What follows belongs to an exercise in optimizing a design on an open flow for small area, a short achievable clock period and few clock cycles per item; a production flow would make more cautious choices. In this exercise RTL edits were held to simulation tests only and were not proved equivalent to the original.

==> flow/design.v (excerpt) <==
module checked_integer_fold_alu_core #(
  parameter int DATA_WIDTH = cifa_pkg::DataWidthDef
) (
  input  logic                         clk,
  input  logic                         rst_n,
  input  logic                         in_valid,
  output logic                         in_ready,
  input  logic [2:0]                   in_command,
  input  logic signed [DATA_WIDTH-1:0] in_operand,
  input  logic                         in_last,
  output logic                         out_valid,
  input  logic                         out_ready,
  output logic signed [DATA_WIDTH-1:0] out_value,
  output logic [1:0]                   out_status
);
==> flow/config.mk <==
export PLATFORM = sky130hd
export DESIGN_NAME = checked_integer_fold_alu_core
export DESIGN_NICKNAME = checked_integer_fold_alu_core
export VERILOG_FILES = /design/flow/design.v
export SDC_FILE = /design/flow/constraint.sdc
export NUM_CORES = 4
export LEC_CHECK = 0
export CAP_MARGIN = 20
export CORE_MARGIN = 2
export CORE_UTILIZATION = 40
export SETUP_SLACK_MARGIN = 4
export SLEW_MARGIN = 20
==> flow/constraint.sdc <==
create_clock -name core_clock -period 9.0 [get_ports {clk}]
set_input_delay 1.8000 -clock core_clock [delete_from_list [all_inputs] [get_ports {clk}]]
set_output_delay 1.8000 -clock core_clock [all_outputs]
set_load 0.01 [all_outputs]
run.sh (not shown) runs the stock make flow with config.mk's settings and CLKGATE_MAP_FILE= SYNTH_SCRIPT=/design/flow/synth_recipe.tcl, a recipe that flattens the netlist after the stock synthesis.
Testbench counts at the start, summed over its fixed seeds: cycles 36,542, items 12,004.
Then changed:
--- a/flow/design.v
+++ b/flow/design.v
@@ -153,43 +153,49 @@
   logic        binv, abit_en;
   logic [63:0] acc_n, pr_n, xr_n;
   logic [1:0]  err_n;
   logic        open_n, ov_n;
   logic [2:0]  st_n;
   logic [5:0]  cnt_n, pcnt_n;
   logic        bitr_n, swap_n, sm_n, powm_n, modm_n, qneg_n;
   logic        nzx_n;
   logic [5:0]  px_n;
   logic        done;      
   logic        ovf_chk;   
   logic [1:0]  err_e;     
-  assign in_ready = ra | (rb & out_ready);
+  logic        rq;        
+  logic        quick;
+  logic        quick_io;  
+  assign in_ready = ra | (rb & out_ready) | (rq & quick_io);
   wire accept = in_valid & in_ready;
   wire stall  = ov & ~out_ready;
   wire go     = ~stall;
   wire sa = acc[63];
   wire sx = xr[63];
   wire [62:0] dacc = acc[62:0] ^ acc[63:1];
   wire [6:0] hba = hibit({1'b0, dacc});
   wire [6:0] hbi = hibit({1'b0, in_operand[62:0] ^ in_operand[63:1]});
   wire [5:0] pa  = hba[5:0];
   logic [62:0] below_x;
   always_comb begin
     for (int i = 0; i < 63; i++) below_x[i] = 6'(i) < px;
   end
   wire       nza      = dacc != '0;
   wire       a_lt_x   = (dacc & ~below_x) == '0;                         
   wire       a_lt_xm1 = (px != 6'd0) && ((dacc & ~{1'b0, below_x[62:1]}) == '0);   
   wire       shorter  = nzx && (!nza || a_lt_x);
-  wire       quick    = (!nza && !sa) || (nzx && (sa ? (!nza ? (px != 6'd0) : a_lt_xm1) : shorter));
+  wire       m0       = (dacc & ~below_x) == '0;
+  wire       m1       = (dacc & ~{1'b0, below_x[62:1]}) == '0;
+  assign     quick_io = acc[63] ? m1 : m0;
+  assign     quick    = (!nza && !sa) || (nzx && (sa ? (!nza ? (px != 6'd0) : a_lt_xm1) : shorter));
   logic [65:0] aop;
   logic [63:0] bsrc;
   always_comb begin
     case (asel)
       2'd0: aop = '0;
       2'd1: aop = {{2{acc[63]}}, acc};
       2'd2: aop = {pr[63], pr, bitr & abit_en};
       default: aop = {{2{pr[63]}}, pr};
     endcase
     case (bsel)
       2'd0: bsrc = '0;
       2'd1: bsrc = xr;
@@ -485,56 +491,61 @@
   wire consumed = validr & done;
   wire valid_n  = accept | (validr & ~consumed);
   assign ov_n   = (ov & ~out_ready) | (consumed & lastr);
   wire in_easy = (in_command == cifa_pkg::CMD_ADD) || (in_command == cifa_pkg::CMD_SUB)
                  || (in_command == cifa_pkg::CMD_MIN) || (in_command == cifa_pkg::CMD_MAX);
   wire in_mid0 = (in_operand[62:1] == '0);
   wire in_zero = in_mid0 && !in_operand[63] && !in_operand[0];
   wire in_one  = in_mid0 && !in_operand[63] && in_operand[0];
   wire in_bad  = in_mid0 && in_operand[63] && !in_operand[0];
   wire in_quick = in_easy || in_bad
                   || (((in_command == cifa_pkg::CMD_DIV) || (in_command == cifa_pkg::CMD_MOD)) && in_zero)
                   || ((in_command == cifa_pkg::CMD_POW) && (in_operand[63] || in_zero || in_one));
+  wire in_divq = ((in_command == cifa_pkg::CMD_DIV) || (in_command == cifa_pkg::CMD_MOD)) && !in_zero && !in_bad;
+  wire rq_n     = accept && open_n && (err_e == cifa_pkg::ST_OK) && in_divq
+                  && hbi[6] && (hbi[5:0] != 6'd0);
   logic comp_n;
   always_comb begin
     if (accept) begin
       comp_n = !open_n || (err_e != cifa_pkg::ST_OK) || in_quick;
     end else begin
       case (st_n)
         S_MSTEP: comp_n = (cnt_n == 6'd0) && !sm_n && !(powm_n && pcnt_n != 6'd0);
         S_MCORR: comp_n = !(powm_n && pcnt_n != 6'd0);
         S_DSTEP: comp_n = (cnt_n == 6'd0) && !modm_n && !qneg_n;
         S_DFIX:  comp_n = 1'b1;
         S_DPREP: comp_n = 1'b0;
         S_PSET:  comp_n = 1'b0;
         S_DCOR:  comp_n = 1'b0;
         default: comp_n = rb;
       endcase
     end
   end
   wire [2:0] cmd_nx  = accept ? in_command : cmdr;
   wire       last_nx = accept ? in_last : lastr;
   wire [5:0] ctl_n   = ctlf(st_n, open_n, last_nx, cmd_nx, bitr_n, swap_n, sm_n, xr_n[63],
                             pr_n[63], modm_n, qneg_n);
   always_ff @(posedge clk) begin
     if (!rst_n) begin
       validr <= 1'b0;
+      rq     <= 1'b0;
       ra     <= 1'b1;
       rb     <= 1'b0;
       st     <= S_IDLE;
       open_r <= 1'b0;
       ov     <= 1'b0;
       err    <= cifa_pkg::ST_OK;
     end else begin
       validr <= valid_n;
+      rq     <= rq_n;
       ra     <= !valid_n || (comp_n && !ov_n);
       rb     <= valid_n && comp_n;
       st     <= st_n;
       open_r <= open_n;
       ov     <= ov_n;
       err    <= err_n;
     end
   end
   always_ff @(posedge clk) begin
     if (accept) begin
       cmdr  <= in_command;
       lastr <= in_last;
The new run completed without violations.
Utilization falls by 0.26 points.
Clock skew rises by 5.3 ps.
Via count rises by 1.9%.
Count of clock-buffer cells in the layout rises by 2.
Final area rises by 3.3%.
Final cell count rises by 3.7%.
Sequential share of layout area falls by 0.54 points.
Routed wire length is about the same.
Global-route usage falls by 0.93 points.
Critical path depth falls by 9.
Maximum frequency falls by 6.1%.
Worst hold slack gets better by 3.9 ps.
Testbench counts after the change, summed over its fixed seeds: cycles 35,520, items 12,004.

-- static timing again, ports no longer ideal --
In the flow no input, the clock included, has a driving cell. The finished layouts below were timed again as built, in two steps.
Step 1, drivers: a clkbuf_16 drives clk and a buf_2 each remaining input, both assumed.
Step 2 also shifts input and output timing later by t, the mid clock arrival at the registers, as if the neighbouring blocks saw the same clock.
Slacks: ideal / step 1 / step 2; pairs: ideal / step 1.
| run | shift t [ns] | slack for setup (ns) | worst setup path after step 2 |
|---|---|---|---|
| the first run | 0.639 | 3.870 / 3.870 / 3.470 | input to register |
| the second run | 0.646 | 3.535 / 3.473 / 3.432 | input to register |
After both steps setup and hold are still met in every run listed. For the first run, which loses most, drivers alone change the setup slack by 0.000 ns; drivers and shift together by -0.400 ns.
